Source: an optimization exercise on an open RTL-to-GDS flow (aim: small area). Production flows keep margins and buffers that such runs may drop.
Where RTL was checked, it was by simulation tests only, not by an equivalence proof against the original.
No functional check of the RTL was part of run 3.
Power figures rest on the tool's default switching activity, not on a simulated workload.

### flow/flow/run.sh
#!/bin/bash
set -euo pipefail
export BUFFER_PORTS_ARGS="-buffer_cell sky130_fd_sc_hd__buf_1"
bash standard.sh > standard.log 2>&1
### flow/standard.sh
#!/bin/bash
# synth_recipe.tcl (not shown) runs the flow's synth.tcl, then flattens the netlist and writes it again
# the make line also repeats each setting of config.mk as NAME=value (left out here)
make -C /OpenROAD-flow-scripts/flow DESIGN_CONFIG=/design/flow/config.mk WORK_HOME=/design/flow/orfs CLKGATE_MAP_FILE= SYNTH_SCRIPT=/design/flow/synth_recipe.tcl "${@:-finish}"
### flow/config.mk
export PLATFORM = sky130hd
export DESIGN_NAME = gshare_predictor
export DESIGN_NICKNAME = gshare_predictor
export VERILOG_FILES = /design/flow/design.v
export SDC_FILE = /design/flow/constraint.sdc
export NUM_CORES = 4
export LEC_CHECK = 0
export CAP_MARGIN = 20
export CORE_MARGIN = 2
export CORE_UTILIZATION = 55
export CTS_CLUSTER_DIAMETER = 100
export CTS_CLUSTER_SIZE = 28
export SETUP_SLACK_MARGIN = 0.0
export SLEW_MARGIN = 20
export SYNTH_HIERARCHICAL = 1
### flow/constraint.sdc
create_clock -name core_clock -period 7.0 [get_ports {clk}]
set_input_delay 1.4000 -clock core_clock [delete_from_list [all_inputs] [get_ports {clk}]]
set_output_delay 1.4000 -clock core_clock [all_outputs]
set_load 0.01 [all_outputs]
### flow/design.v
module gshare_predictor_sel3n (
    input  logic [2:0] d,
    input  logic [2:0] oh,
    output logic       y_n
);
    assign y_n = ~|(d & oh);
endmodule
module gshare_predictor_sel1n (
    input  logic d,
    input  logic oh,
    output logic y_n
);
    assign y_n = ~(d & oh);
endmodule
module gshare_predictor_nand3 (
    input  logic [2:0] a,
    output logic       y
);
    assign y = ~&a;
endmodule
module gshare_predictor_sel16 (
    input  logic [15:0] d,
    input  logic [15:0] oh,
    output logic [1:0]  y
);
    logic [5:0] t_n;
    for (genvar k = 0; k < 5; k++) begin : g_t
        gshare_predictor_sel3n u_t (.d(d[3*k +: 3]), .oh(oh[3*k +: 3]), .y_n(t_n[k]));
    end
    gshare_predictor_sel1n u_t5 (.d(d[15]), .oh(oh[15]), .y_n(t_n[5]));
    gshare_predictor_nand3 u_y0 (.a(t_n[2:0]), .y(y[0]));
    gshare_predictor_nand3 u_y1 (.a(t_n[5:3]), .y(y[1]));
endmodule
module gshare_predictor_or2 (
    input  logic [1:0] a,
    output logic       y
);
    assign y = |a;
endmodule
module gshare_predictor_or2and (
    input  logic [1:0] a,
    input  logic       b,
    output logic       y
);
    assign y = (a[0] | a[1]) & b;
endmodule
module gshare_predictor_hold (
    input  logic we,
    input  logic we_n,
    input  logic d,
    input  logic q,
    output logic y
);
    assign y = (we & d) | (we_n & q);
endmodule
module gshare_predictor_pht_next (
    input  logic row_n,
    input  logic row_up_n,
    input  logic row_dn_n,
    input  logic row_str_n,
    input  logic col_n,
    input  logic dir,
    input  logic str,
    output logic dir_nx,
    output logic str_nx
);
    logic hold_n;
    assign dir_nx = ~((row_up_n | col_n | str) & ~(dir & (row_dn_n | col_n | str)));
    assign hold_n = ~((row_n | col_n) & str);
    assign str_nx = ~(hold_n & (row_str_n | col_n));
endmodule
module gshare_predictor #(
    parameter int HISTORY_BITS = 8,
    parameter int BTB_ENTRIES  = 16
) (
    input  logic                    clk,
    input  logic                    rst,
    input  logic                    fetch_valid,
    input  logic                    fetch_fire,
    input  logic [31:0]             fetch_pc,
    output logic                    pred_valid,
    output logic                    pred_taken,
    output logic [31:0]             pred_target,
    output logic [HISTORY_BITS-1:0] pred_index,
    input  logic                    commit_valid,
    input  logic                    commit_pred_valid,
    input  logic [HISTORY_BITS-1:0] commit_index,
    input  logic                    commit_taken,
    input  logic [31:0]             commit_pc,
    input  logic [31:0]             commit_target,
    input  logic                    flush
);
    localparam int BI          = $clog2(BTB_ENTRIES);
    localparam int PHT_ENTRIES = 1 << HISTORY_BITS;
    localparam int TAG_W       = 32 - BI - 2;
    logic [PHT_ENTRIES-1:0]  pht_dir_r;
    logic [PHT_ENTRIES-1:0]  pht_str_r;
    logic [BTB_ENTRIES-1:0]  btb_valid_r;
    logic [TAG_W-1:0]        btb_tag_r    [0:BTB_ENTRIES-1];
    logic [31:0]             btb_target_r [0:BTB_ENTRIES-1];
    logic [HISTORY_BITS-1:0] spec_ghr_r;
    logic [HISTORY_BITS-1:0] arch_ghr_r;
    logic [HISTORY_BITS-1:0] idx_s;
    logic [BI-1:0]           fetch_set_s;
    logic [TAG_W-1:0]        fetch_tag_s;
    logic                    hit_s;
    logic [HISTORY_BITS-1:0] arch_next_s;
    logic [BI-1:0]           commit_set_s;
    logic [TAG_W-1:0]        commit_tag_s;
    logic                    unused_s;
    assign unused_s     = ^{fetch_pc[1:0], commit_pc[1:0]};
    assign commit_set_s = commit_pc[BI+1:2];
    assign commit_tag_s = commit_pc[31:BI+2];
    assign fetch_set_s = fetch_pc[BI+1:2];
    assign fetch_tag_s = fetch_pc[31:BI+2];
    assign idx_s       = fetch_pc[HISTORY_BITS+1:2] ^ spec_ghr_r;
    logic [BTB_ENTRIES-1:0] fset_oh_s;
    logic [TAG_W-1:0]       rd_tag_s;
    logic [1:0]             rd_target_part_s [0:31];
    logic                   rd_valid_s;
    always_comb begin
        for (int s = 0; s < BTB_ENTRIES; s++) fset_oh_s[s] = (fetch_set_s == s);
    end
    for (genvar b = 0; b < TAG_W; b++) begin : g_rd_tag
        logic [BTB_ENTRIES-1:0] col;
        always_comb begin
            for (int s = 0; s < BTB_ENTRIES; s++) col[s] = btb_tag_r[s][b];
        end
        logic [1:0] part;
        gshare_predictor_sel16 u_sel (.d(col), .oh(fset_oh_s), .y(part));
        gshare_predictor_or2   u_or  (.a(part), .y(rd_tag_s[b]));
    end
    for (genvar b = 0; b < 32; b++) begin : g_rd_target
        logic [BTB_ENTRIES-1:0] col;
        always_comb begin
            for (int s = 0; s < BTB_ENTRIES; s++) col[s] = btb_target_r[s][b];
        end
        gshare_predictor_sel16 u_sel (.d(col), .oh(fset_oh_s), .y(rd_target_part_s[b]));
        gshare_predictor_or2and u_out (.a(rd_target_part_s[b]), .b(hit_s), .y(pred_target[b]));
    end
    logic [1:0] rd_valid_part_s;
    gshare_predictor_sel16 u_rd_valid (.d(btb_valid_r), .oh(fset_oh_s), .y(rd_valid_part_s));
    gshare_predictor_or2   u_rd_valid_or (.a(rd_valid_part_s), .y(rd_valid_s));
    assign hit_s = rd_valid_s && (rd_tag_s == fetch_tag_s);
    logic [15:0] idx_lo_oh_s, idx_hi_oh_s, pht_grp_s;
    logic        rd_dir_s;
    always_comb begin
        for (int k = 0; k < 16; k++) begin
            idx_lo_oh_s[k] = (idx_s[3:0] == k);
            idx_hi_oh_s[k] = (idx_s[7:4] == k);
        end
    end
    for (genvar g = 0; g < 16; g++) begin : g_rd_pht
        logic [1:0] part;
        gshare_predictor_sel16 u_sel (.d(pht_dir_r[16*g +: 16]), .oh(idx_lo_oh_s), .y(part));
        gshare_predictor_or2   u_or  (.a(part), .y(pht_grp_s[g]));
    end
    logic [1:0] rd_dir_part_s;
    gshare_predictor_sel16 u_rd_pht (.d(pht_grp_s), .oh(idx_hi_oh_s), .y(rd_dir_part_s));
    gshare_predictor_or2   u_rd_pht_or (.a(rd_dir_part_s), .y(rd_dir_s));
    assign pred_valid  = fetch_valid & hit_s;
    assign pred_taken  = fetch_valid & hit_s & rd_dir_s;
    assign pred_index  = fetch_valid ? idx_s : {HISTORY_BITS{1'b0}};
    assign arch_next_s = (commit_valid && commit_pred_valid) ?
                         {arch_ghr_r[HISTORY_BITS-2:0], commit_taken} : arch_ghr_r;
    always_ff @(posedge clk or posedge rst) begin
        if (rst) begin
            spec_ghr_r <= {HISTORY_BITS{1'b0}};
            arch_ghr_r <= {HISTORY_BITS{1'b0}};
        end else begin
            arch_ghr_r <= arch_next_s;
            if (flush) begin
                spec_ghr_r <= arch_next_s;
            end else if (fetch_fire && pred_valid) begin
                spec_ghr_r <= {spec_ghr_r[HISTORY_BITS-2:0], pred_taken};
            end
        end
    end
    logic [15:0]            row_n_s, row_up_n_s, row_dn_n_s, row_str_n_s, col_n_s;
    logic [15:0]            cidx_lo_oh_s, cidx_hi_oh_s, cpht_grp_s;
    logic                   cdir_s, new_str_s;
    logic [PHT_ENTRIES-1:0] pht_dir_nx_s, pht_str_nx_s;
    always_comb begin
        for (int k = 0; k < 16; k++) begin
            cidx_lo_oh_s[k] = (commit_index[3:0] == k);
            cidx_hi_oh_s[k] = (commit_index[7:4] == k);
        end
    end
    for (genvar g = 0; g < 16; g++) begin : g_crd_pht
        logic [1:0] part;
        gshare_predictor_sel16 u_sel (.d(pht_dir_r[16*g +: 16]), .oh(cidx_lo_oh_s), .y(part));
        gshare_predictor_or2   u_or  (.a(part), .y(cpht_grp_s[g]));
    end
    logic [1:0] cdir_part_s;
    gshare_predictor_sel16 u_crd_pht (.d(cpht_grp_s), .oh(cidx_hi_oh_s), .y(cdir_part_s));
    gshare_predictor_or2   u_crd_pht_or (.a(cdir_part_s), .y(cdir_s));
    assign new_str_s = (commit_taken == cdir_s);
    always_comb begin
        for (int k = 0; k < 16; k++) begin
            row_n_s[k]     = ~(commit_valid & cidx_hi_oh_s[k]);
            row_up_n_s[k]  = ~(commit_valid & commit_taken & cidx_hi_oh_s[k]);
            row_dn_n_s[k]  = ~(commit_valid & ~commit_taken & cidx_hi_oh_s[k]);
            row_str_n_s[k] = ~(commit_valid & new_str_s & cidx_hi_oh_s[k]);
            col_n_s[k]     = ~cidx_lo_oh_s[k];
        end
    end
    for (genvar i = 0; i < PHT_ENTRIES; i++) begin : g_pht
        gshare_predictor_pht_next u_nx (
            .row_n    (row_n_s[i/16]),
            .row_up_n (row_up_n_s[i/16]),
            .row_dn_n (row_dn_n_s[i/16]),
            .row_str_n(row_str_n_s[i/16]),
            .col_n    (col_n_s[i%16]),
            .dir      (pht_dir_r[i]),
            .str      (pht_str_r[i]),
            .dir_nx   (pht_dir_nx_s[i]),
            .str_nx   (pht_str_nx_s[i])
        );
    end
    always_ff @(posedge clk or posedge rst) begin
        if (rst) begin
            pht_dir_r <= {PHT_ENTRIES{1'b0}};
            pht_str_r <= {PHT_ENTRIES{1'b0}};
        end else begin
            pht_dir_r <= pht_dir_nx_s;
            pht_str_r <= pht_str_nx_s;
        end
    end
    always_ff @(posedge clk or posedge rst) begin
        if (rst) begin
            btb_valid_r <= {BTB_ENTRIES{1'b0}};
        end else if (commit_valid && commit_taken) begin
            btb_valid_r[commit_set_s] <= 1'b1;
        end
    end
    logic [BTB_ENTRIES-1:0] btb_we_s, btb_we_n_s;
    logic [TAG_W-1:0]       btb_tag_nx_s    [0:BTB_ENTRIES-1];
    logic [31:0]            btb_target_nx_s [0:BTB_ENTRIES-1];
    always_comb begin
        for (int s = 0; s < BTB_ENTRIES; s++) begin
            btb_we_s[s]   = commit_valid & commit_taken & (commit_set_s == s);
            btb_we_n_s[s] = ~btb_we_s[s];
        end
    end
    for (genvar s = 0; s < BTB_ENTRIES; s++) begin : g_btb
        for (genvar b = 0; b < TAG_W; b++) begin : g_tag
            gshare_predictor_hold u_h (.we(btb_we_s[s]), .we_n(btb_we_n_s[s]), .d(commit_tag_s[b]),
                                       .q(btb_tag_r[s][b]), .y(btb_tag_nx_s[s][b]));
        end
        for (genvar b = 0; b < 32; b++) begin : g_tgt
            gshare_predictor_hold u_h (.we(btb_we_s[s]), .we_n(btb_we_n_s[s]), .d(commit_target[b]),
                                       .q(btb_target_r[s][b]), .y(btb_target_nx_s[s][b]));
        end
    end
    always_ff @(posedge clk) begin
        for (int s = 0; s < BTB_ENTRIES; s++) begin
            btb_tag_r[s]    <= btb_tag_nx_s[s];
            btb_target_r[s] <= btb_target_nx_s[s];
        end
    end
endmodule
==> results.sh, run 1 <==
export IMPL_hold_start="pht_str_r[192]$_DFF_PP0_"
export IMPL_die_w_um=321.8
export IMPL_worst_setup_path_end_kind="output pin"
export IMPL_peakVddDrop_uv=207.5
export IMPL_grt_pass1_wl_mm=295.1
export IMPL_tns_ns=0
export IMPL_final_cell_mix="a22o_1 (928), dfxtp_1 (928), dfrtp_1 (544)"
export IMPL_yosysWarnings=14
export IMPL_start_kind="primary input"
export IMPL_power_w=0.01680
export IMPL_post_cts_setup_buffers=0
export IMPL_worstRegToRegCells=11
export IMPL_grt_usage=0.3760
export IMPL_ant_nets=0
export IMPL_rows=116
export IMPL_utilization=0.6092
export IMPL_status="finished clean"
export IMPL_required_ns=5.60
export IMPL_drt_iter0_markers=7738
export IMPL_clockBufferDepth=3
export IMPL_coreArea_um2=100100
export IMPL_clkLatencyLatePin_ns=0.74
export IMPL_rsz0062_at_grt="false"
export IMPL_hpwl_mm=111.5
export IMPL_syn2layout_area_growth_pct=9.868
export IMPL_finalCriticalPeriod_ns=6.441
export IMPL_clock_sinks=1472
export IMPL_cp_slowest_stage_delay_ns=0.47
export IMPL_numCtsBuffers=58
export IMPL_yosysUniqueCellTypes=42
export IMPL_antenna_found_initial=7
export IMPL_critPathSlowestCell="buf_4"
export IMPL_setup_viol=0
export IMPL_cts_resized=0
export IMPL_synth_yosys_seq_area_share=0.5797
export IMPL_clockRootBuffer="clkbuf_16"
export IMPL_ys_ff_latch=1472
export IMPL_tightest_slew_ns=1.294
export IMPL_drv_cap=0
export IMPL_critPathMaxFanout=36
export IMPL_hold_violations=0
export IMPL_nets=5121
export IMPL_reg2reg_from="spec_ghr_r[2]$_DFFE_PP0P_"
export IMPL_dr_pass1_iters=12
export IMPL_initial_core_util=0.5545
export IMPL_synth_fp_nets=4793
export IMPL_h_tree_depth=2
export IMPL_place_worst_setup_slack_ns=0.5905
export IMPL_gp_congestion=0.8963
export IMPL_final_period_utilization=0.9201
export IMPL_grt_max_degree=181
export IMPL_num_vias=46710
export IMPL_wl_mm=199.3
export IMPL_path_cells="buf_1 -> buf_4 -> nor4_4 -> buf_12 -> buf_4 -> a222oi_1 -> nand3_1 -> or2_1 -> nand4_1 -> nor4_4 -> and2_2 -> buf_12 -> o21a_1 -> buf_1"
export IMPL_post_drt_wl_per_cell_um=31.49
export IMPL_die_area_um2=103500
export IMPL_grt_pass1_vias=44550
export IMPL_slew_limit_headroom=0.1364
export IMPL_post_place_cells=6237
export IMPL_cts_tree="yes"
export IMPL_cts_hold_repair_buffers=0
export IMPL_viasPerCell=7.381
export IMPL_drc=0
export IMPL_worstSetupPathType="in2out"
export IMPL_portBuffers=149
export IMPL_slew_viol_final=0
export IMPL_layout_setup_ws_ns=0.5595
export IMPL_startpoint="fetch_pc[5]"
export IMPL_die_height_um=321.8
export IMPL_syn_avg_cell_area_um2=11.88
export IMPL_fin_worst_skew_ns=0.02653
export IMPL_cp_arrival_ns=5.04
export IMPL_grt_overflow_total=0
export IMPL_ios=154
export IMPL_netlist_area_um2=55530
export IMPL_fmax_mhz=155.3
export IMPL_leakage_nw=25.20
export IMPL_path_clk_slew_ns=0.11
export IMPL_hold_path_class="reg2reg"
export IMPL_power_density_nw_per_um2=275.3
export IMPL_instances_no_fill=6328
export IMPL_drive_gt1_frac=0.06326
export IMPL_netlist_instances=4676
export IMPL_hold_depth=1
-- routing by layer --
| layer | GRT usage | vias up | routed length [µm] |
|---|---|---|---|
| li1 | - | 20450 | - |
| met1 | 0.5043 | 23020 | 79050 |
| met2 | 0.5842 | 2662 | 89230 |
| met3 | 0.07382 | 558 | 20330 |
| met4 | 0.1842 | 10 | 10560 |
| met5 | 0 | - | 95 |
-- final cells by class --
type / instances / area (µm²)
Fill cell: 8369 / 39130
Sequential cell: 1472 / 32190
Multi-Input combinational cell: 3128 / 23450
Timing Repair Buffer: 292 / 1927
Tap cell: 1298 / 1624
Clock buffer: 79 / 1540
Inverter: 52 / 222.7
Clock inverter: 4 / 50.05
Antenna cell: 3 / 7.507
-- cell usage after synthesis (all sizes together) --
| master | instances | area (µm²) |
|---|---|---|
| nand3b | 2 | 15.01 |
| and2 | 12 | 75.07 |
| nand2 | 159 | 596.8 |
| xnor2 | 28 | 260.3 |
| mux2 | 8 | 90.09 |
| a22o | 928 | 8128 |
| a2bb2oi | 1 | 8.760 |
| or2 | 67 | 419.2 |
| nor2 | 83 | 311.6 |
| or3 | 16 | 100.1 |
| nor4 | 2 | 27.53 |
| a222oi | 465 | 4654 |
| nor2b | 5 | 31.28 |
| nand4 | 14 | 87.58 |
| o31ai | 512 | 3844 |
| or4b | 1 | 10.01 |
| a41o | 1 | 10.01 |
| ha | 5 | 62.56 |
| buf | 4 | 22.52 |
| a31oi | 7 | 43.79 |
| nor3 | 12 | 70.07 |
| o21ai | 520 | 2603 |
| nand2b | 16 | 100.1 |
| a41oi | 1 | 8.760 |
| and3 | 4 | 25.02 |
| nand3 | 201 | 1006 |
| or4 | 1 | 7.510 |
| a21o | 2 | 15.01 |
| o21a | 32 | 240.2 |
| inv | 52 | 195.2 |
| o21bai | 2 | 15.01 |
| dfxtp | 928 | 18580 |
| a31o | 11 | 96.34 |
| clkbuf | 20 | 75.07 |
| dfrtp | 544 | 13610 |
| xor2 | 10 | 87.58 |
-- Yosys stat by module (local to each module, per instance), excerpt --
| module | flops+latches | cells inside |
|---|---|---|
| gshare_predictor_pht_next | 0 | 4 |
| gshare_predictor_sel3n | 0 | 1 |
| gshare_predictor_hold | 0 | 1 |
| gshare_predictor_or2and | 0 | 1 |
| gshare_predictor_nand3 | 0 | 1 |
| gshare_predictor_sel1n | 0 | 1 |
| gshare_predictor | 1472 | 1887 |
| gshare_predictor_or2 | 0 | 1 |
-- cell families (layout without fill, tap and decap cells) --
logic type      after synthesis  after routing  synth area share
compound gates             2482           2482            0.3541
fa+ha+maj                     5              5          0.001127
mux                           8              8          0.001622
simple gates                595            595           0.05191
other cells                   0              3                 0
buf+inv                      76            427          0.005272
xor+xnor                     38             38          0.006263
flops                      1472           1472            0.5797
-- per-stage QoR --
step | hold WS [ns] | cell area (µm²)
final | 0.4663 | 61010
after global routing | 0.4831 | 61010
after CTS | 0.4704 | 60930
after detailed placement | 0.4501 | 59340
after global placement | 0.4425 | 59310
after floorplan | 0.4274 | 55640
-- worst max-delay path, delay by kind of cell --
family	cells	cell delay, ns
AO/OA/AOI/OAI	2	0.48
buffers and inverters	6	1.56
AND/OR/NAND/NOR	6	1.51
-- flip-flops by register name, summed over array words and instances, names as in the netlist --
register / flops
arch_ghr_r: 8
btb_tag_r: 416
btb_target_r: 512
btb_valid_r: 16
pht_dir_r: 256
pht_str_r: 256
spec_ghr_r: 8
-- power breakdown --
group / internal (W) / total, W / switching [W]
clock network: 0.00156 / 0.00422 / 0.00266
registers: 0.00966 / 0.0104 / 0.000701
logic: 0.00103 / 0.00221 / 0.00118
total: 0.0123 / 0.0168 / 0.00454
-- path summary, 6_finish.rpt --
| path | to | slack [ns] |
|---|---|---|
| worst max-delay path | pred_target[21] | 0.56 |
| worst min register to register | pht_dir_r[192]$_DFF_PP0_ | 0.47 |
| max in group asynchronous | btb_valid_r[6]$_DFFE_PP0P_ | 4.71 |
| worst min-delay path | pht_dir_r[192]$_DFF_PP0_ | 0.47 |
| min in group asynchronous | pht_str_r[71]$_DFF_PP0_ | 0.71 |
| worst max register to register | spec_ghr_r[0]$_DFFE_PP0P_ | 3.34 |
==> run 2: changes to the inputs <==
--- a/flow/config.mk
+++ b/flow/config.mk
@@ -9,6 +9,6 @@
 export CORE_MARGIN = 2
-export CORE_UTILIZATION = 55
+export CORE_UTILIZATION = 70
 export CTS_CLUSTER_DIAMETER = 100
 export CTS_CLUSTER_SIZE = 28
-export SETUP_SLACK_MARGIN = 0.0
+export SETUP_SLACK_MARGIN = 0.3
 export SLEW_MARGIN = 20
==> results.sh, run 2 <==
export IMPL_synth_main_ff_cell="dfxtp_1"
export IMPL_grtUsageMet2=0.6714
export IMPL_final_period_utilization=0.9489
export IMPL_synthTopCellsByArea="dfxtp_1 (33%), dfrtp_1 (25%), a22o_1 (15%)"
export IMPL_final_cell_mix="a22o_1 (928), dfxtp_1 (928), dfrtp_1 (544)"
export IMPL_portBuffers=149
export IMPL_ios=154
export IMPL_fmax_mhz=150.6
export IMPL_syn_avg_cell_area_um2=11.88
export IMPL_initial_core_util=0.7053
export IMPL_largest_register_ffs=512
export IMPL_die_area_um2=81600
export IMPL_drive_gt1_frac=0.06085
export IMPL_h_tree_depth=2
export IMPL_hold_violations=0
export IMPL_synth_edf_count=0
export IMPL_use_met1=0.6063
export IMPL_synth_yosys_seq_area_share=0.5797
export IMPL_regMostFlops="btb_target_r"
export IMPL_cts_tree="yes"
export IMPL_dr_pass1_iters=13
export IMPL_worstSetupPathType="in2out"
export IMPL_clkLatencyLatePin_ns=0.72
export IMPL_wl_mm=190.0
export IMPL_worst_setup_path_end_kind="output pin"
export IMPL_clockRootBuffer="clkbuf_16"
export IMPL_grt_max_degree=134
export IMPL_met3_usage=0.1334
export IMPL_reg_largest_list="btb_target_r: 512 flops, btb_tag_r: 416 flops"
export IMPL_place_worst_setup_slack_ns=0.3743
export IMPL_yosysWarnings=14
export IMPL_peakVddDrop_uv=266.6
export IMPL_finalCriticalPeriod_ns=6.642
export IMPL_viasPerCell=8.023
export IMPL_numCtsBuffers=58
export IMPL_die_height_um=285.7
export IMPL_yosysUniqueCellTypes=42
export IMPL_slew_viol_final=0
export IMPL_gp_congestion=0.8991
export IMPL_slew_limit_headroom=0.1323
export IMPL_rsz0062_at_grt="false"
export IMPL_synth_fp_nets=4793
export IMPL_grt_usage=0.4523
export IMPL_antenna_found_initial=12
export IMPL_rows=103
export IMPL_hold_path_class="reg2reg"
export IMPL_start_kind="primary input"
export IMPL_grt_pass1_vias=46590
export IMPL_fill_cells=5359
export IMPL_coreArea_um2=78740
export IMPL_tightest_slew_ns=1.300
export IMPL_synthTopCellsByCount="a22o_1 (928), dfxtp_1 (928), dfrtp_1 (544), o21ai_0 (512), o31ai_1 (512)"
export IMPL_layout_setup_ws_ns=0.3580
export IMPL_die_w_um=285.7
export IMPL_nets=5113
export IMPL_leakage_nw=25.12
export IMPL_synth_async_reset_ratio=0.3696
export IMPL_synth_top_area_share=0.3345
export IMPL_netlist_area_um2=55530
export IMPL_critPathMaxFanout=32
export IMPL_instances_no_fill=6071
export IMPL_power_density_nw_per_um2=277.2
export IMPL_hpwl_mm=105.7
export IMPL_fin_worst_skew_ns=0.03206
export IMPL_required_ns=5.60
export IMPL_clock_sinks=1472
export IMPL_setup_viol=0
export IMPL_drt_iter0_markers=9199
export IMPL_post_drt_wl_per_cell_um=31.30
export IMPL_grt_pass1_wl_mm=284.9
export IMPL_grt_overflow_total=0
export IMPL_ys_ff_latch=1472
export IMPL_clockBufferDepth=3
export IMPL_post_place_cells=5978
export IMPL_drv_cap=0
export IMPL_hold_start="pht_str_r[202]$_DFF_PP0_"
export IMPL_ant_nets=0
export IMPL_drc=0
export IMPL_reg2reg_from="spec_ghr_r[2]$_DFFE_PP0P_"
export IMPL_cp_arrival_ns=5.24
export IMPL_syn2layout_area_growth_pct=8.987
export IMPL_num_vias=48710
export IMPL_startpoint="fetch_pc[5]"
export IMPL_synth_top_area_cell="dfxtp_1"
export IMPL_netlist_instances=4676
export IMPL_path_clk_slew_ns=0.11
export IMPL_utilization=0.7686
export IMPL_cts_hold_repair_buffers=0
export IMPL_status="finished clean"
export IMPL_busiest_layer="met2"
-- run 2: cell count changes in the layout (fill, tap and decap cells not counted), moves of 3 or more --
cell	before	now
buf_4	118	121
clkbuf_1	20	14
nor2_2	16	10
nor2_1	58	64
clkinv_1	1	6
buf_12	20	8
diode_2	3	9
buf_16	1	4
inv_1	34	27
-- run 2: per-layer routing --
metal	share of wire	wire length [µm]	up-vias
met5	0.00048	91	-
met4	0.057	10830	12
met3	0.15	28550	738
met2	0.43	82140	3842
met1	0.36	68390	23680
li1	-	-	20430
-- run 2: timing repair --
action | 4_1_cts | 5_1_grt
hold endpoints to repair | 0 | 0
setup endpoints to repair | 0 | 33
setup buffers | 0 | 3
resized for setup | 0 | 3
-- run 2: kinds of logic after synthesis --
logic type      synth area share
fa+ha+maj               0.001127
compound gates            0.3541
simple gates             0.05191
flops                     0.5797
buf+inv                 0.005272
xor+xnor                0.006263
mux                     0.001622
-- run 2: cell type report --
type	count	area, µm²	area share
Tap cell	1050	1314	0.02171
Clock buffer	73	1529	0.02526
Clock inverter	3	45.04	0.0007442
Antenna cell	9	22.52	0.0003721
Multi-Input combinational cell	3128	23440	0.3873
Inverter	52	219.0	0.003618
Sequential cell	1472	32190	0.5319
Timing Repair Buffer	284	1762	0.02911
-- run 2: critical path: stages --
cell and delay [ns]:
buf_1 0.38, nand2b_1 0.43, nor2_4 0.12, buf_4 0.22
a222oi_1 0.38, nand3_1 0.21, or2_1 0.28, xnor2_1 0.15
nand4_1 0.41, nor4_4 0.40, and2_2 0.23, buf_12 0.20
o21a_1 0.19, buf_1 0.16
-- run 2: final timing paths --
path / end / slack, ns / cells past startpoint
min: pht_dir_r[202]$_DFF_PP0_ / 0.46 / 1
max reg2reg: spec_ghr_r[0]$_DFFE_PP0P_ / 3.40 / 12
min in group asynchronous: pht_str_r[245]$_DFF_PP0_ / 0.82 / 3
min reg2reg: pht_dir_r[202]$_DFF_PP0_ / 0.46 / 1
max in group asynchronous: pht_dir_r[76]$_DFF_PP0_ / 5.04 / 4
max: pred_target[31] / 0.36 / 14
-- run 2: power breakdown --
group / internal (W) / switching [W] / leakage [nW]
clock network: 0.00156 / 0.00259 / 0.765
registers: 0.00967 / 0.000737 / 15.2
logic: 0.00103 / 0.00119 / 9.20
-- run 2: Yosys stat by module (local to each module, per instance), excerpt --
module / cell area [µm²] / cells / copies in the design
gshare_predictor: 34440 / 1887 / 1
gshare_predictor_or2: 6.256 / 1 / 61
gshare_predictor_hold: 8.758 / 1 / 928
gshare_predictor_sel1n: 3.754 / 1 / 93
gshare_predictor_sel3n: 10.01 / 1 / 465
gshare_predictor_nand3: 5.005 / 1 / 186
gshare_predictor_or2and: 7.507 / 1 / 32
gshare_predictor_pht_next: 25.02 / 4 / 256
-- run 2: through the flow --
stage          total power, W  area, µm²  TNS (ns)  hold WS (ns)
2_1_floorplan         0.01180      55680   -979.16        0.4274
3_3_place_gp          0.01253      58760         0        0.4488
3_5_place_dp          0.01266      58760         0        0.4481
4_1_cts               0.01665      60340         0        0.4648
5_1_grt               0.01734      60510         0        0.4904
6_report              0.01678      60520         0        0.4600
==> run 3: changes to the inputs <==
--- a/flow/design.v
+++ b/flow/design.v
@@ -57,4 +57,3 @@
     input  logic row_n,
-    input  logic row_up_n,
-    input  logic row_dn_n,
+    input  logic row_dir_n,
     input  logic row_str_n,
@@ -66,6 +65,7 @@
 );
-    logic hold_n;
-    assign dir_nx = ~((row_up_n | col_n | str) & ~(dir & (row_dn_n | col_n | str)));
-    assign hold_n = ~((row_n | col_n) & str);
-    assign str_nx = ~(hold_n & (row_str_n | col_n));
+    logic hold_dir_n, hold_str_n;
+    assign hold_dir_n = ~((row_n | col_n) & dir);
+    assign dir_nx     = ~(hold_dir_n & (row_dir_n | col_n));
+    assign hold_str_n = ~((row_n | col_n) & str);
+    assign str_nx     = ~(hold_str_n & (row_str_n | col_n));
 endmodule
@@ -178,5 +178,5 @@
     end
-    logic [15:0]            row_n_s, row_up_n_s, row_dn_n_s, row_str_n_s, col_n_s;
-    logic [15:0]            cidx_lo_oh_s, cidx_hi_oh_s, cpht_grp_s;
-    logic                   cdir_s, new_str_s;
+    logic [15:0]            row_n_s, row_dir_n_s, row_str_n_s, col_n_s;
+    logic [15:0]            cidx_lo_oh_s, cidx_hi_oh_s, cpht_grp_s, cstr_grp_s;
+    logic                   cdir_s, cstr_s, new_dir_s, new_str_s;
     logic [PHT_ENTRIES-1:0] pht_dir_nx_s, pht_str_nx_s;
@@ -189,10 +189,15 @@
     for (genvar g = 0; g < 16; g++) begin : g_crd_pht
-        logic [1:0] part;
-        gshare_predictor_sel16 u_sel (.d(pht_dir_r[16*g +: 16]), .oh(cidx_lo_oh_s), .y(part));
-        gshare_predictor_or2   u_or  (.a(part), .y(cpht_grp_s[g]));
-    end
-    logic [1:0] cdir_part_s;
+        logic [1:0] part, spart;
+        gshare_predictor_sel16 u_sel  (.d(pht_dir_r[16*g +: 16]), .oh(cidx_lo_oh_s), .y(part));
+        gshare_predictor_or2   u_or   (.a(part), .y(cpht_grp_s[g]));
+        gshare_predictor_sel16 u_ssel (.d(pht_str_r[16*g +: 16]), .oh(cidx_lo_oh_s), .y(spart));
+        gshare_predictor_or2   u_sor  (.a(spart), .y(cstr_grp_s[g]));
+    end
+    logic [1:0] cdir_part_s, cstr_part_s;
     gshare_predictor_sel16 u_crd_pht (.d(cpht_grp_s), .oh(cidx_hi_oh_s), .y(cdir_part_s));
     gshare_predictor_or2   u_crd_pht_or (.a(cdir_part_s), .y(cdir_s));
+    gshare_predictor_sel16 u_crd_str (.d(cstr_grp_s), .oh(cidx_hi_oh_s), .y(cstr_part_s));
+    gshare_predictor_or2   u_crd_str_or (.a(cstr_part_s), .y(cstr_s));
     assign new_str_s = (commit_taken == cdir_s);
+    assign new_dir_s = cstr_s ? cdir_s : commit_taken;
     always_comb begin
@@ -200,4 +205,3 @@
             row_n_s[k]     = ~(commit_valid & cidx_hi_oh_s[k]);
-            row_up_n_s[k]  = ~(commit_valid & commit_taken & cidx_hi_oh_s[k]);
-            row_dn_n_s[k]  = ~(commit_valid & ~commit_taken & cidx_hi_oh_s[k]);
+            row_dir_n_s[k] = ~(commit_valid & new_dir_s & cidx_hi_oh_s[k]);
             row_str_n_s[k] = ~(commit_valid & new_str_s & cidx_hi_oh_s[k]);
@@ -209,4 +213,3 @@
             .row_n    (row_n_s[i/16]),
-            .row_up_n (row_up_n_s[i/16]),
-            .row_dn_n (row_dn_n_s[i/16]),
+            .row_dir_n(row_dir_n_s[i/16]),
             .row_str_n(row_str_n_s[i/16]),
--- a/flow/config.mk
+++ b/flow/config.mk
@@ -9,3 +9,3 @@
 export CORE_MARGIN = 2
-export CORE_UTILIZATION = 70
+export CORE_UTILIZATION = 55
 export CTS_CLUSTER_DIAMETER = 100
==> results.sh, run 3 <==
export IMPL_synth_top_area_share=0.3351
export IMPL_portBuffers=149
export IMPL_clock_sinks=1472
export IMPL_cts_hold_repair_buffers=0
export IMPL_h_tree_depth=2
export IMPL_yosysMostFrequentCell="o21ai_0"
export IMPL_required_ns=5.60
export IMPL_fmax_mhz=149.1
export IMPL_utilization=0.6105
export IMPL_rows=116
export IMPL_cp_slowest_stage_delay_ns=0.38
export IMPL_drc=0
export IMPL_dr_pass1_iters=14
export IMPL_nets=5284
export IMPL_netlist_instances=4816
export IMPL_reg2reg_setup_slack_ns=2.94
export IMPL_clockRootBuffer="clkbuf_16"
export IMPL_fin_worst_skew_ns=0.02498
export IMPL_worst_setup_path_end_kind="output pin"
export IMPL_gp_congestion=0.9103
export IMPL_coreArea_um2=100000
export IMPL_setup_viol=0
export IMPL_ys_ff_latch=1472
export IMPL_netlist_area_um2=55430
export IMPL_final_cell_mix="o21ai_0 (1024), a22o_1 (928), dfxtp_1 (928)"
export IMPL_die_height_um=321.5
export IMPL_ios=154
export IMPL_cp_common_cell="buf_4"
export IMPL_syn2layout_area_growth_pct=10.14
export IMPL_hold_slack_ns=0.4808
export IMPL_largest_register_ffs=512
export IMPL_design_area_um2=61050
export IMPL_finalCriticalPeriod_ns=6.705
export IMPL_critical_path_buf_inv_count=7
export IMPL_antenna_found_initial=15
export IMPL_grt_overflow_total=0
export IMPL_critPathSlowestCell="nor2_4"
export IMPL_synth_yosys_seq_area_share=0.5807
export IMPL_synth_main_ff_cell="dfxtp_1"
export IMPL_critPathMaxFanout=32
export IMPL_hold_violations=0
export IMPL_r2r_end="pht_str_r[92]$_DFF_PP0_"
export IMPL_reg_largest_list="btb_target_r: 512 flops, btb_tag_r: 416 flops"
export IMPL_worstSetupPathType="in2out"
export IMPL_regMostFlops="btb_target_r"
export IMPL_yosysWarnings=14
export IMPL_start_kind="primary input"
export IMPL_peakVddDrop_uv=228.4
export IMPL_placedInstanceArea_um2=59270
export IMPL_synthTopCellsByCount="o21ai_0 (1024), a22o_1 (928), dfxtp_1 (928), a222oi_1 (550), dfrtp_1 (544)"
export IMPL_worst_path_stages=16
export IMPL_yosysUniqueCellTypes=45
export IMPL_path_clk_slew_ns=0.10
export IMPL_num_vias=48180
export IMPL_drt_iter0_markers=8184
export IMPL_drv_cap=0
export IMPL_slew_viol_final=0
export IMPL_hpwl_mm=114.9
export IMPL_cp_arrival_ns=5.30
export IMPL_drive_gt1_frac=0.06491
export IMPL_status="finished clean"
export IMPL_power_w=0.01681
export IMPL_worstRegToRegCells=9
export IMPL_synth_top_area_cell="dfxtp_1"
export IMPL_clkLatencyLatePin_ns=0.74
export IMPL_synthTopCellsByArea="dfxtp_1 (34%), dfrtp_1 (25%), a22o_1 (15%)"
export IMPL_grt_max_degree=179
export IMPL_cpLargestDelayFamily="simple AND/OR/NAND/NOR gates"
export IMPL_rsz0062_at_grt="false"
export IMPL_syn_avg_cell_area_um2=11.51
export IMPL_initial_core_util=0.5543
export IMPL_final_period_utilization=0.9578
export IMPL_ant_nets=0
export IMPL_leakage_nw=25.63
export IMPL_grt_pass1_vias=46140
export IMPL_slew_limit_headroom=0.1999
export IMPL_post_drt_wl_per_cell_um=31.69
export IMPL_worstSetupEndpoint="pred_target[1]"
export IMPL_numCtsBuffers=58
export IMPL_cts_tree="yes"
export IMPL_synth_edf_count=0
export IMPL_clockBufferDepth=3
export IMPL_hold_path_class="reg2reg"
export IMPL_reg2reg_from="pht_dir_r[57]$_DFF_PP0_"
export IMPL_synth_fp_nets=4933
export IMPL_path_cells="buf_1 -> buf_4 -> nand2_1 -> nor2_4 -> buf_12 -> buf_4 -> a222oi_1 -> nand3_1 -> or2_1 -> nand4_2 -> nor3_1 -> buf_4 -> and2_2 -> buf_12 -> o21a_1 -> buf_1"
export IMPL_startpoint="fetch_pc[4]"
export IMPL_layout_setup_ws_ns=0.2952
export IMPL_place_worst_setup_slack_ns=0.2564
export IMPL_tightest_slew_ns=1.199
export IMPL_die_w_um=321.5
export IMPL_grt_usage=0.3882
export IMPL_final_common_cell="o21ai_0"
export IMPL_power_density_nw_per_um2=275.4
export IMPL_synth_async_reset_ratio=0.3696
export IMPL_grt_pass1_wl_mm=304.6
export IMPL_die_area_um2=103300
export IMPL_wl_mm=206.0
export IMPL_viasPerCell=7.413
-- run 3: changes by cell type after synthesis, moves of 17 or more --
cell,change
o21ai_0,+512
o31ai_1,-512
a222oi_1,+85
nand3_1,+33
nand2_1,+23
xnor2_1,-18
or2_1,+17
-- run 3: layer usage --
metal | share of wire | vias to the layer above | GRT usage | routed length (µm)
met3 | 0.10 | 628 | 0.06621 | 21370
li1 | - | 20730 | - | -
met1 | 0.39 | 23840 | 0.5171 | 79840
met4 | 0.057 | 6 | 0.1978 | 11700
met5 | 0.00020 | - | 0 | 41
met2 | 0.45 | 2985 | 0.6114 | 93020
-- run 3: cell families (layout without fill, tap and decap cells) --
kind of cell,after synthesis,count (layout),synth area share
compound gates,2574,2574,0.3480
xor+xnor,38,38,0.006546
fa+ha+maj,5,5,0.001129
buf+inv,72,448,0.005259
flops,1472,1472,0.5807
mux,9,9,0.001828
other cells,0,10,0
simple gates,646,646,0.05650
-- run 3: per-stage QoR --
stage,setup TNS [ns],std cells
2_1_floorplan,-979.16,4816
3_3_place_gp,0,6394
3_5_place_dp,0,6395
4_1_cts,0,6480
5_1_grt,0,6497
6_report,0,6500
-- run 3: worst register-to-register path, stage by stage (launching register included) --
cell	delay (ns)
dfrtp_1	0.41
a222oi_1	0.38
nand3_1	0.14
or2_1	0.35
a222oi_1	0.40
nand3_1	0.17
or2_1	0.29
xnor2_2	0.80
nand2_1	0.66
o21ai_0	0.38
-- run 3: where the power goes --
part	leakage [nW]	switching [W]	total, W	internal, W
clock network	0.776	0.00269	0.00426	0.00157
logic	9.70	0.00118	0.00220	0.00102
registers	15.2	0.000689	0.0104	0.00966
-- run 3: worst min path at each step --
stage	startpoint	to	slack, ns	depth (start not counted)
2_1_floorplan	btb_valid_r[6]$_DFFE_PP0P_	btb_valid_r[6]$_DFFE_PP0P_	0.43	1
3_3_place_gp	btb_tag_r[9][10]$_DFF_P_	btb_tag_r[9][10]$_DFF_P_	0.45	1
3_5_place_dp	btb_target_r[6][18]$_DFF_P_	btb_target_r[6][18]$_DFF_P_	0.45	1
4_1_cts	btb_target_r[15][1]$_DFF_P_	btb_target_r[15][1]$_DFF_P_	0.48	1
5_1_grt	btb_target_r[15][1]$_DFF_P_	btb_target_r[15][1]$_DFF_P_	0.49	1
6_report	btb_target_r[5][25]$_DFF_P_	btb_target_r[5][25]$_DFF_P_	0.48	1
-- run 3: layout make-up --
type                    count  area [µm²]
inverters                  52       219.0
fillers                  8376       38950
repair buffers            311        2048
clock inverters             4       47.55
multi-input cells        3272       23340
well taps                1298        1624
diodes                     10       25.02
flip-flops and latches   1472       32190
clock buffers              81        1559
-- run 3: per-module statistics from Yosys, one instance, submodules excluded, excerpt --
module	flip-flops and latches	cells inside	copies in the design	cell area (µm²)
gshare_predictor_or2and	0	1	32	7.507
gshare_predictor_pht_next	0	4	256	20.02
gshare_predictor_sel3n	0	1	550	10.01
gshare_predictor_hold	0	1	928	8.758
gshare_predictor_nand3	0	1	220	5.005
gshare_predictor	1472	1874	1	34430
gshare_predictor_or2	0	1	78	6.256
gshare_predictor_sel1n	0	1	110	3.754
-- run 3: timing repair --
action                                  4_1_cts  5_1_grt
endpoints found under the hold margin         0        0
pin swaps                                     0        3
gates resized for setup                       4        6
endpoints found under the setup margin        5       34
setup buffers                                 0        9
==> run 4: changes to the inputs <==
--- a/flow/design.v
+++ b/flow/design.v
@@ -57,2 +57,3 @@
     input  logic row_n,
+    input  logic row_keep,
     input  logic row_dir_n,
@@ -66,5 +67,5 @@
     logic hold_dir_n, hold_str_n;
-    assign hold_dir_n = ~((row_n | col_n) & dir);
+    assign hold_dir_n = ~((row_n | col_n) & dir & row_keep);
     assign dir_nx     = ~(hold_dir_n & (row_dir_n | col_n));
-    assign hold_str_n = ~((row_n | col_n) & str);
+    assign hold_str_n = ~((row_n | col_n) & str & row_keep);
     assign str_nx     = ~(hold_str_n & (row_str_n | col_n));
@@ -97,2 +98,3 @@
     logic [PHT_ENTRIES-1:0]  pht_str_r;
+    logic [15:0]             pht_row_valid_r;
     logic [BTB_ENTRIES-1:0]  btb_valid_r;
@@ -158,3 +160,3 @@
     logic [1:0] rd_dir_part_s;
-    gshare_predictor_sel16 u_rd_pht (.d(pht_grp_s), .oh(idx_hi_oh_s), .y(rd_dir_part_s));
+    gshare_predictor_sel16 u_rd_pht (.d(pht_grp_s), .oh(idx_hi_oh_s & pht_row_valid_r), .y(rd_dir_part_s));
     gshare_predictor_or2   u_rd_pht_or (.a(rd_dir_part_s), .y(rd_dir_s));
@@ -178,3 +180,3 @@
     end
-    logic [15:0]            row_n_s, row_dir_n_s, row_str_n_s, col_n_s;
+    logic [15:0]            row_sel_s, row_n_s, row_keep_s, row_dir_n_s, row_str_n_s, col_n_s;
     logic [15:0]            cidx_lo_oh_s, cidx_hi_oh_s, cpht_grp_s, cstr_grp_s;
@@ -196,5 +198,5 @@
     logic [1:0] cdir_part_s, cstr_part_s;
-    gshare_predictor_sel16 u_crd_pht (.d(cpht_grp_s), .oh(cidx_hi_oh_s), .y(cdir_part_s));
+    gshare_predictor_sel16 u_crd_pht (.d(cpht_grp_s), .oh(cidx_hi_oh_s & pht_row_valid_r), .y(cdir_part_s));
     gshare_predictor_or2   u_crd_pht_or (.a(cdir_part_s), .y(cdir_s));
-    gshare_predictor_sel16 u_crd_str (.d(cstr_grp_s), .oh(cidx_hi_oh_s), .y(cstr_part_s));
+    gshare_predictor_sel16 u_crd_str (.d(cstr_grp_s), .oh(cidx_hi_oh_s & pht_row_valid_r), .y(cstr_part_s));
     gshare_predictor_or2   u_crd_str_or (.a(cstr_part_s), .y(cstr_s));
@@ -204,5 +206,7 @@
         for (int k = 0; k < 16; k++) begin
-            row_n_s[k]     = ~(commit_valid & cidx_hi_oh_s[k]);
-            row_dir_n_s[k] = ~(commit_valid & new_dir_s & cidx_hi_oh_s[k]);
-            row_str_n_s[k] = ~(commit_valid & new_str_s & cidx_hi_oh_s[k]);
+            row_sel_s[k]   = commit_valid & cidx_hi_oh_s[k];
+            row_n_s[k]     = ~row_sel_s[k];
+            row_keep_s[k]  = ~(row_sel_s[k] & ~pht_row_valid_r[k]);
+            row_dir_n_s[k] = ~(row_sel_s[k] & new_dir_s);
+            row_str_n_s[k] = ~(row_sel_s[k] & new_str_s);
             col_n_s[k]     = ~cidx_lo_oh_s[k];
@@ -213,2 +217,3 @@
             .row_n    (row_n_s[i/16]),
+            .row_keep (row_keep_s[i/16]),
             .row_dir_n(row_dir_n_s[i/16]),
@@ -224,8 +229,10 @@
         if (rst) begin
-            pht_dir_r <= {PHT_ENTRIES{1'b0}};
-            pht_str_r <= {PHT_ENTRIES{1'b0}};
+            pht_row_valid_r <= 16'h0000;
         end else begin
-            pht_dir_r <= pht_dir_nx_s;
-            pht_str_r <= pht_str_nx_s;
-        end
+            pht_row_valid_r <= pht_row_valid_r | row_sel_s;
+        end
+    end
+    always_ff @(posedge clk) begin
+        pht_dir_r <= pht_dir_nx_s;
+        pht_str_r <= pht_str_nx_s;
     end
--- a/flow/config.mk
+++ b/flow/config.mk
@@ -9,3 +9,3 @@
 export CORE_MARGIN = 2
-export CORE_UTILIZATION = 55
+export CORE_UTILIZATION = 70
 export CTS_CLUSTER_DIAMETER = 100
==> results.sh, run 4 <==
export IMPL_status="finished clean"
export IMPL_fmax_mhz=150.7
export IMPL_post_drt_wl_per_cell_um=30.16
export IMPL_reg2reg_from="pht_str_r[96]$_DFF_P_"
export IMPL_drc=0
export IMPL_cp_slowest_stage_delay_ns=0.95
export IMPL_final_cell_mix="dfxtp_1 (1440), a22o_1 (928), nand2_1 (672)"
export IMPL_fill_cells=5399
export IMPL_placedInstanceArea_um2=58030
export IMPL_drt_iter0_markers=9719
export IMPL_ios=154
export IMPL_clockRootBuffer="clkbuf_16"
export IMPL_final_common_cell="dfxtp_1"
export IMPL_grt_pass1_vias=48160
export IMPL_die_height_um=282.9
export IMPL_dr_pass1_iters=13
export IMPL_gp_congestion=1.086
export IMPL_busiest_layer="met2"
export IMPL_clkLatencyLatePin_ns=0.73
export IMPL_synth_edf_count=0
export IMPL_setup_viol=0
export IMPL_ys_ff_latch=1488
export IMPL_h_tree_depth=2
export IMPL_reg_largest_list="btb_target_r: 512 flops, btb_tag_r: 416 flops"
export IMPL_drv_cap=0
export IMPL_netlist_instances=5117
export IMPL_path_clk_slew_ns=0.10
export IMPL_reg2reg_setup_slack_ns=2.70
export IMPL_critPathSlowestCell="a222oi_1"
export IMPL_die_area_um2=80030
export IMPL_muxShareOfSynthArea=0.001861
export IMPL_numCtsBuffers=59
export IMPL_clock_sinks=1488
export IMPL_cts_tree="yes"
export IMPL_regMostFlops="btb_target_r"
export IMPL_grt_usage=0.4722
export IMPL_synth_fp_nets=5234
export IMPL_synthTopCellsByArea="dfxtp_1 (53%), a22o_1 (15%), a222oi_1 (10%)"
export IMPL_synth_fa_ha_area_frac=0.001149
export IMPL_netlist_area_um2=54450
export IMPL_hpwl_mm=114.1
export IMPL_worstSetupPathType="in2out"
export IMPL_synth_top_family_by_area="compound AO/OA/AOI/OAI gates"
export IMPL_die_w_um=282.9
export IMPL_tightest_slew_ns=1.201
export IMPL_portBuffers=149
export IMPL_start_kind="primary input"
export IMPL_critPathMaxFanout=10
export IMPL_synth_xor_area_frac=0.006434
export IMPL_synth_top_area_cell="dfxtp_1"
export IMPL_grt_overflow_total=0
export IMPL_rows=102
export IMPL_met3_usage=0.1279
export IMPL_synth_compound_area_frac=0.3188
export IMPL_required_ns=5.60
export IMPL_hold_path_class="reg2reg"
export IMPL_synth_top_area_share=0.5294
export IMPL_hold_violations=0
export IMPL_num_vias=51390
export IMPL_clockBufferDepth=3
export IMPL_power_w=0.01695
export IMPL_yosysWarnings=14
export IMPL_design_area_um2=59800
export IMPL_initial_core_util=0.7052
export IMPL_synthTopCellsByCount="dfxtp_1 (1440), a22o_1 (928), nand2_1 (697), a222oi_1 (550), o22ai_1 (512)"
export IMPL_viasPerCell=7.852
export IMPL_cts_hold_repair_buffers=0
export IMPL_yosysUniqueCellTypes=43
export IMPL_synth_yosys_seq_area_share=0.5515
export IMPL_startpoint="fetch_pc[5]"
export IMPL_slew_limit_headroom=0.1964
export IMPL_final_period_utilization=0.9479
export IMPL_fin_worst_skew_ns=0.03510
export IMPL_nets=5596
export IMPL_largest_register_ffs=512
export IMPL_antenna_found_initial=21
export IMPL_wl_mm=197.4
export IMPL_path_cells="clkbuf_2 -> buf_4 -> xor2_4 -> nand2b_2 -> nor2_2 -> buf_4 -> a222oi_1 -> nand3_1 -> or2_1 -> a222oi_1 -> nand3_1 -> or2_1 -> inv_1 -> nor2_1 -> buf_1"
export IMPL_ant_nets=0
export IMPL_rsz0062_at_grt="false"
export IMPL_tns_ns=0
export IMPL_hold_start="pht_str_r[4]$_DFF_P_"
export IMPL_worst_setup_path_end_kind="output pin"
export IMPL_peakVddDrop_uv=242.5
export IMPL_synth_async_reset_ratio=0.03226
export IMPL_syn2layout_area_growth_pct=9.824
export IMPL_cpLargestDelayFamily="simple AND/OR/NAND/NOR gates"
export IMPL_grtUsageMet2=0.7058
export IMPL_synth_main_ff_cell="dfxtp_1"
export IMPL_yosysMostFrequentCell="dfxtp_1"
export IMPL_synthSimpleGateAreaFrac=0.1154
export IMPL_grt_max_degree=60
export IMPL_drive_gt1_frac=0.06483
export IMPL_power_density_nw_per_um2=283.5
export IMPL_critical_path_buf_inv_count=5
export IMPL_slew_viol_final=0
export IMPL_cp_arrival_ns=5.24
export IMPL_leakage_nw=23.24
export IMPL_coreArea_um2=77210
export IMPL_syn_avg_cell_area_um2=10.64
export IMPL_finalCriticalPeriod_ns=6.635
export IMPL_grt_pass1_wl_mm=289.8
export IMPL_use_met1=0.6042
==> run 4: changes by cell type after synthesis, sizes merged, moves of 234 or more <==
cell / before / now
dfxtp: 928 / 1440
nand2: 183 / 697
nor2: 76 / 310
o22ai: 0 / 512
dfrtp: 544 / 48
o21ai: 1032 / 6
==> run 4: cells by family (layout without fill, tap and decap cells) <==
family,count (synthesis),in the layout
AOI/OAI and AO/OA,2060,2060
xor gates and xnor gates,40,40
other,0,14
adders and majority gates,5,5
and+or+nand+nor,1445,1445
DFF,1488,1488
muxes,9,9
buffers and inverters,70,444
==> run 4: area by class of cell <==
type	count	area (µm²)	area share
Antenna cell	14	35.03	0.0005859
Clock buffer	68	1531	0.02561
Clock inverter	5	81.33	0.001360
Inverter	56	231.5	0.003871
Multi-Input combinational cell	3559	24580	0.4111
Sequential cell	1488	30030	0.5022
Tap cell	1040	1301	0.02176
Timing Repair Buffer	315	2007	0.03356
==> run 4: what timing repair did <==
item,in CTS,in global routing
setup buffers,0,2
pin swaps,0,2
gates resized for setup,1,13
gates cloned,0,0
endpoints found under the setup margin,30,33
hold endpoints to repair,0,0
==> run 4: per-stage QoR <==
step,instances,hold WS [ns],setup WS (ns),util
detailed placement,6455,0.4494,0.2929,0.7515
CTS,6528,0.4715,0.3572,0.7725
finish,6545,0.4713,0.3649,0.7745
floorplan,5117,0.4274,0.3581,-
global placement,6453,0.4385,0.3253,0.7511
global route,6538,0.4847,0.3364,0.7742
==> run 4: Yosys stat by module, one instance, submodules excluded, excerpt <==
module / cell area [µm²] / copies in the design / flip-flops and latches / cells inside
gshare_predictor_nand3: 5.005 / 220 / 0 / 1
gshare_predictor_sel3n: 10.01 / 550 / 0 / 1
gshare_predictor_or2: 6.256 / 78 / 0 / 1
gshare_predictor_hold: 8.758 / 928 / 0 / 1
gshare_predictor_or2and: 7.507 / 32 / 0 / 1
gshare_predictor: 32490 / 1 / 1488 / 1919
gshare_predictor_sel1n: 3.754 / 110 / 0 / 1
gshare_predictor_pht_next: 23.77 / 256 / 0 / 5
==> run 4: routing by layer <==
layer / part of all wire / vias to the layer above
li1: - / 21740
met1: 0.35 / 24360
met2: 0.43 / 4298
met3: 0.15 / 975
met4: 0.070 / 20
met5: 0.00063 / -
==> run 4: tightest hold or removal path, cell delays in order, from the launching register on <==
cell	delay, ns
dfxtp_1	0.32
nand2_1	0.06
o22ai_1	0.05
==> run 4: power breakdown <==
group	internal (W)	switching, W
Clock	0.00158	0.00264
Sequential	0.00973	0.000766
Combinational	0.00106	0.00119
Total	0.0124	0.00459
==> run 4: worst paths after layout <==
path / end / cells after the start
setup / recovery: pred_taken / 15
hold / removal: pht_str_r[4]$_DFF_P_ / 2
setup reg to reg: pht_dir_r[20]$_DFF_P_ / 9
hold reg to reg: pht_str_r[4]$_DFF_P_ / 2
max in group asynchronous: pht_row_valid_r[1]$_DFF_PP0_ / 3
min in group asynchronous: btb_valid_r[0]$_DFFE_PP0P_ / 3
==> run 5: changes to the inputs <==
--- a/flow/config.mk
+++ b/flow/config.mk
@@ -9,3 +9,3 @@
 export CORE_MARGIN = 2
-export CORE_UTILIZATION = 70
+export CORE_UTILIZATION = 55
 export CTS_CLUSTER_DIAMETER = 100
==> results.sh, run 5 <==
export IMPL_ant_nets=0
export IMPL_swShare=0.2709
export IMPL_hpwl_mm=118.4
export IMPL_post_place_cells=6698
export IMPL_cp_arrival_ns=5.26
export IMPL_grt_usage=0.3844
export IMPL_grt_max_degree=60
export IMPL_drc=0
export IMPL_drv_cap=0
export IMPL_clockBufferDepth=3
export IMPL_worst_setup_path_end_kind="output pin"
export IMPL_rows=115
export IMPL_multi_input_area_um2=24610
export IMPL_grt_pass1_vias=46550
export IMPL_path_cells="buf_1 -> nand2b_1 -> buf_4 -> nor2_4 -> buf_4 -> a222oi_1 -> nand3_1 -> or2_1 -> xnor2_1 -> nand4_1 -> nor4_4 -> and3_4 -> buf_12 -> o21a_1 -> buf_1"
export IMPL_nets=5592
export IMPL_cts_tree="yes"
export IMPL_finalCriticalPeriod_ns=6.661
export IMPL_synth_async_reset_ratio=0.03226
export IMPL_die_w_um=318.6
export IMPL_num_vias=49500
export IMPL_initial_core_util=0.5540
export IMPL_p_switching_w=0.004578
export IMPL_synth_main_ff_cell="dfxtp_1"
export IMPL_die_area_um2=101500
export IMPL_grt_overflow_total=0
export IMPL_synth_top_area_cell="dfxtp_1"
export IMPL_leakage_nw=23.17
export IMPL_synth_fp_nets=5234
export IMPL_fmax_mhz=150.1
export IMPL_fill_cells=8456
export IMPL_slew_limit_headroom=0.1426
export IMPL_comb_power_share=0.130
export IMPL_path_clk_slew_ns=0.10
export IMPL_start_kind="primary input"
export IMPL_netlist_area_um2=54450
export IMPL_grt_pass1_wl_mm=301.4
export IMPL_instances_no_fill=6785
export IMPL_wl_mm=203.8
export IMPL_power_w=0.01690
export IMPL_intPower_w=0.01232
export IMPL_cp_slowest_stage_delay_ns=0.42
export IMPL_required_ns=5.60
export IMPL_peakVddDrop_uv=265.0
export IMPL_hold_path_class="reg2reg"
export IMPL_coreArea_um2=98280
export IMPL_status="finished clean"
export IMPL_hold_violations=0
export IMPL_synthTopCellsByArea="dfxtp_1 (53%), a22o_1 (15%), a222oi_1 (10%)"
export IMPL_clock_sinks=1488
export IMPL_critPathSlowestCell="nor4_4"
export IMPL_post_cts_setup_buffers=0
export IMPL_regMostFlops="btb_target_r"
export IMPL_post_drt_wl_per_cell_um=30.03
export IMPL_antenna_found_initial=17
export IMPL_synth_top_area_share=0.5294
export IMPL_setup_viol=0
export IMPL_h_tree_depth=2
export IMPL_synth_yosys_seq_area_share=0.5515
export IMPL_drive_gt1_frac=0.06470
export IMPL_tightest_slew_ns=1.285
export IMPL_design_area_um2=60010
export IMPL_power_density_nw_per_um2=281.6
export IMPL_yosysWarnings=14
export IMPL_netlist_instances=5117
export IMPL_ys_ff_latch=1488
export IMPL_numCtsBuffers=59
export IMPL_rsz0062_at_grt="false"
export IMPL_dr_pass1_iters=13
export IMPL_power_frac_seq=0.618
export IMPL_final_seq_area_um2=30030
export IMPL_gp_congestion=1.030
export IMPL_yosysMostFrequentCell="dfxtp_1"
export IMPL_ios=154
export IMPL_slew_viol_final=0
export IMPL_placedInstanceArea_um2=58340
export IMPL_tns_ns=0
export IMPL_worstSetupPathType="in2out"
export IMPL_synthTopCellsByCount="dfxtp_1 (1440), a22o_1 (928), nand2_1 (697), a222oi_1 (550), o22ai_1 (512)"
export IMPL_portBuffers=149
export IMPL_largest_register_ffs=512
export IMPL_pwr_share_clk=0.251
export IMPL_clkLatencyLatePin_ns=0.75
export IMPL_critPathMaxFanout=15
export IMPL_final_cell_mix="dfxtp_1 (1440), a22o_1 (928), nand2_1 (672)"
export IMPL_yosysUniqueCellTypes=43
export IMPL_final_period_utilization=0.9516
export IMPL_syn_avg_cell_area_um2=10.64
export IMPL_die_height_um=318.6
export IMPL_final_common_cell="dfxtp_1"
export IMPL_reg_largest_list="btb_target_r: 512 flops, btb_tag_r: 416 flops"
export IMPL_synth_edf_count=0
export IMPL_drt_iter0_markers=8258
export IMPL_clockRootBuffer="clkbuf_16"
export IMPL_viasPerCell=7.295
export IMPL_fin_worst_skew_ns=0.02357
export IMPL_syn2layout_area_growth_pct=10.22
-- run 5: timing repair --
item                       in CTS  in global routing
hold buffers                    0                  0
resized for setup               4                  3
gates cloned                    2                  0
setup endpoints to repair      32                 29
pin swaps                       2                  0
-- run 5: path summary, 6_finish.rpt --
check,startpoint,endpoint,slack [ns],cells after the start
max in group asynchronous,rst,pht_row_valid_r[8]$_DFF_PP0_,5.67,3
min reg2reg,pht_str_r[144]$_DFF_P_,pht_str_r[144]$_DFF_P_,0.47,2
max,fetch_pc[2],pred_target[3],0.34,15
max reg2reg,pht_dir_r[176]$_DFF_P_,pht_str_r[32]$_DFF_P_,2.66,9
min in group asynchronous,rst,btb_valid_r[8]$_DFFE_PP0P_,0.81,3
min,pht_str_r[144]$_DFF_P_,pht_str_r[144]$_DFF_P_,0.47,2
-- run 5: cells by family (layout without fill, tap and decap cells) --
group / Yosys count / after routing / share of synthesized area
xor+xnor: 40 / 40 / 0.006434
buf+inv: 70 / 438 / 0.004848
fa+ha+maj: 5 / 5 / 0.001149
mux: 9 / 9 / 0.001861
flops: 1488 / 1488 / 0.5515
other cells: 0 / 11 / 0
simple gates: 1445 / 1447 / 0.1154
compound gates: 2060 / 2060 / 0.3188
-- run 5: per-module statistics from Yosys (local to each module, per instance), a selection --
module,area [µm²],cells inside
gshare_predictor_sel1n,3.754,1
gshare_predictor_or2,6.256,1
gshare_predictor_pht_next,23.77,5
gshare_predictor_sel3n,10.01,1
gshare_predictor,32490,1919
gshare_predictor_nand3,5.005,1
gshare_predictor_hold,8.758,1
gshare_predictor_or2and,7.507,1
-- run 5: metrics by stage --
step,hold WS [ns],util,setup WS [ns]
6_report,0.4716,0.6107,0.3385
5_1_grt,0.4851,0.6105,0.3041
4_1_cts,0.4729,0.6099,0.3529
3_5_place_dp,0.4451,0.5937,0.06391
3_3_place_gp,0.4381,0.5934,0.1238
2_1_floorplan,0.4274,-,0.3581
-- run 5: power by group through the flow --
stage,Combinational [W],Clock [W],Sequential [W]
finish,0.00220,0.00424,0.0105
global route,0.00236,0.00456,0.0106
floorplan,0.00145,0,0.0104
global placement,0.00208,0,0.0106
CTS,0.00216,0.00429,0.0104
detailed placement,0.00215,0,0.0106
-- run 5: routing by layer --
metal / global-route usage / part of all wire / routed length (µm)
met4: 0.1783 / 0.050 / 10150
met3: 0.07110 / 0.10 / 20840
met2: 0.6120 / 0.45 / 92550
met5: 0 / 0.00054 / 110
met1: 0.5072 / 0.39 / 80130
-- run 5: final cells by class --
class	count	area share
multi-input combinational	3561	0.4101
clock inverter	5	0.001042
inverter	56	0.003836
clock buffer	68	0.02516
tap	1287	0.02683
sequential	1488	0.5004
timing repair buffer	309	0.03215
antenna	11	0.0004587
-- run 5: critical path, delay by kind of cell --
family / cells / cell delay (ns)
AOI/OAI and AO/OA: 2 / 0.54
and+or+nand+nor: 7 / 1.94
buffers and inverters: 5 / 1.14
xor gates and xnor gates: 1 / 0.20
==> run 6: changes to the inputs <==
--- a/flow/config.mk
+++ b/flow/config.mk
@@ -12,3 +12,4 @@
 export CTS_CLUSTER_SIZE = 28
-export SETUP_SLACK_MARGIN = 0.3
+export PLACE_DENSITY = 0.8
+export SETUP_SLACK_MARGIN = 0.0
 export SLEW_MARGIN = 20
==> results.sh, run 6 <==
export IMPL_reg_largest_list="btb_target_r: 512 flops, btb_tag_r: 416 flops"
export IMPL_grt_max_degree=60
export IMPL_fmax_mhz=147.3
export IMPL_slew_viol_final=0
export IMPL_hold_path_class="reg2reg"
export IMPL_numCtsBuffers=59
export IMPL_path_clk_slew_ns=0.11
export IMPL_required_ns=5.60
export IMPL_worstSetupPathType="in2out"
export IMPL_yosysUniqueCellTypes=43
export IMPL_layout_setup_ws_ns=0.2100
export IMPL_clkLatencyLatePin_ns=0.77
export IMPL_setup_viol=0
export IMPL_worstRegToRegCells=10
export IMPL_drive_gt1_frac=0.05847
export IMPL_ant_nets=0
export IMPL_synthTopCellsByCount="dfxtp_1 (1440), a22o_1 (928), nand2_1 (697), a222oi_1 (550), o22ai_1 (512)"
export IMPL_status="finished clean"
export IMPL_power_density_nw_per_um2=283.7
export IMPL_gp_congestion=0.9832
export IMPL_synth_top_area_cell="dfxtp_1"
export IMPL_busiest_layer="met2"
export IMPL_final_common_cell="dfxtp_1"
export IMPL_peakVddDrop_uv=269.5
export IMPL_synthTopCellsByArea="dfxtp_1 (53%), a22o_1 (15%), a222oi_1 (10%)"
export IMPL_post_cts_setup_buffers=0
export IMPL_clockRootBuffer="clkbuf_16"
export IMPL_cts_tree="yes"
export IMPL_clock_sinks=1488
export IMPL_die_area_um2=101500
export IMPL_use_met1=0.4708
export IMPL_die_w_um=318.6
export IMPL_nets=5559
export IMPL_hold_violations=0
export IMPL_netlist_area_um2=54450
export IMPL_largest_register_ffs=512
export IMPL_die_height_um=318.6
export IMPL_clockBufferDepth=3
export IMPL_hold_start="btb_valid_r[1]$_DFFE_PP0P_"
export IMPL_hpwl_mm=110.4
export IMPL_synth_yosys_seq_area_share=0.5515
export IMPL_leakage_nw=23.03
export IMPL_drt_iter0_markers=10010
export IMPL_grt_usage=0.3666
export IMPL_final_cell_mix="dfxtp_1 (1440), a22o_1 (928), nand2_1 (672)"
export IMPL_hold_depth=1
export IMPL_ys_ff_latch=1488
export IMPL_r2r_end="pht_str_r[100]$_DFF_P_"
export IMPL_fin_worst_skew_ns=0.06000
export IMPL_initial_core_util=0.5540
export IMPL_worstHoldEndpoint="btb_valid_r[1]$_DFFE_PP0P_"
export IMPL_dr_pass1_iters=12
export IMPL_grt_overflow_total=0
export IMPL_cts_resized=0
export IMPL_viasPerCell=7.538
export IMPL_coreArea_um2=98280
export IMPL_tightest_slew_ns=1.197
export IMPL_rsz0062_at_grt="false"
export IMPL_num_vias=50910
export IMPL_tns_ns=0
export IMPL_rows=115
export IMPL_synth_top_area_share=0.5294
export IMPL_synth_main_ff_cell="dfxtp_1"
export IMPL_grt_pass1_vias=47760
export IMPL_reg2reg_setup_slack_ns=2.96
export IMPL_ios=154
export IMPL_synth_fp_nets=5234
export IMPL_netlist_instances=5117
export IMPL_syn_avg_cell_area_um2=10.64
export IMPL_grtUsageMet2=0.5546
export IMPL_antenna_found_initial=23
export IMPL_slew_limit_headroom=0.2010
export IMPL_finalCriticalPeriod_ns=6.790
export IMPL_place_worst_setup_slack_ns=0.4554
export IMPL_drv_cap=0
export IMPL_cp_arrival_ns=5.39
export IMPL_worst_setup_path_end_kind="output pin"
export IMPL_h_tree_depth=2
export IMPL_start_kind="primary input"
export IMPL_synth_async_reset_ratio=0.03226
export IMPL_yosysWarnings=14
export IMPL_cts_hold_repair_buffers=0
export IMPL_wl_mm=196.3
export IMPL_critPathMaxFanout=32
export IMPL_synth_edf_count=0
export IMPL_regMostFlops="btb_target_r"
export IMPL_syn2layout_area_growth_pct=9.730
export IMPL_met3_usage=0.1000
export IMPL_grt_pass1_wl_mm=292.2
export IMPL_drc=0
export IMPL_post_drt_wl_per_cell_um=29.06
export IMPL_reg2reg_from="pht_dir_r[57]$_DFF_P_"
export IMPL_yosysMostFrequentCell="dfxtp_1"
export IMPL_portBuffers=149
export IMPL_final_period_utilization=0.9700
==> run 6: Yosys stat by module, one instance, submodules excluded, excerpt <==
module                     flops+latches  area, µm²  times used
gshare_predictor_sel3n                 0      10.01         550
gshare_predictor_pht_next              0      23.77         256
gshare_predictor                    1488      32490           1
gshare_predictor_nand3                 0      5.005         220
gshare_predictor_sel1n                 0      3.754         110
gshare_predictor_hold                  0      8.758         928
gshare_predictor_or2and                0      7.507          32
gshare_predictor_or2                   0      6.256          78
==> run 6: worst max path at each step <==
| stage | endpoint | from | depth (start not counted) | slack, ns |
|---|---|---|---|---|
| 2_1_floorplan | pred_target[0] | fetch_pc[2] | 11 | 0.14 |
| 3_3_place_gp | pred_target[2] | fetch_pc[2] | 15 | 0.51 |
| 3_5_place_dp | pred_target[2] | fetch_pc[2] | 15 | 0.46 |
| 4_1_cts | pred_target[2] | fetch_pc[2] | 15 | 0.43 |
| 5_1_grt | pred_target[2] | fetch_pc[5] | 15 | 0.18 |
| 6_report | pred_target[2] | fetch_pc[5] | 15 | 0.21 |
==> run 6: area by class of cell <==
type,instances,area [µm²]
fill,8098,38530
inverter,56,230.2
antenna,11,27.53
clock inverter,7,125.1
timing repair buffer,278,1673
tap,1287,1610
clock buffer,68,1510
multi-input combinational,3559,24540
sequential,1488,30030
==> run 6: per-stage QoR <==
stage,power (W),util,cells,instance area (µm²),hold slack (ns)
CTS,0.01683,0.6074,6742,59690,0.4705
detailed placement,0.01273,0.5907,6667,58050,0.4448
finish,0.01695,0.6079,6754,59750,0.4688
global placement,0.01260,0.5907,6667,58050,0.4388
floorplan,0.01185,-,5117,54550,0.4274
global route,0.01748,0.6078,6748,59730,0.4836
==> run 6: power by group <==
part	switching (W)	total (W)	internal [W]
logic	0.00118	0.00222	0.00104
registers	0.000732	0.0105	0.00973
clock network	0.00268	0.00427	0.00159
==> run 6: logic make-up after synthesis <==
| kind of cell | Yosys count | share of synthesized area |
|---|---|---|
| fa+ha+maj | 5 | 0.001149 |
| xor+xnor | 40 | 0.006434 |
| mux | 9 | 0.001861 |
| buf+inv | 70 | 0.004848 |
| flops | 1488 | 0.5515 |
| compound gates | 2060 | 0.3188 |
| simple gates | 1445 | 0.1154 |
==> run 6: metal layers <==
| metal | vias to the layer above | wire [µm] |
|---|---|---|
| li1 | 21680 | - |
| met1 | 24270 | 70520 |
| met2 | 4071 | 84030 |
| met3 | 869 | 28950 |
| met4 | 26 | 12610 |
| met5 | - | 159 |
==> run 6: worst max-delay path, stage by stage <==
cell and delay, ns:
buf_1 0.23, buf_4 0.27, nand2b_1 0.32, nor2_4 0.17, buf_4 0.23, a222oi_1 0.35, nand3_1 0.15, or2_1 0.26
xnor2_1 0.49, nand2_1 0.25, nor4_4 0.32, and3_2 0.24, buf_12 0.26, o21a_1 0.25, buf_1 0.17
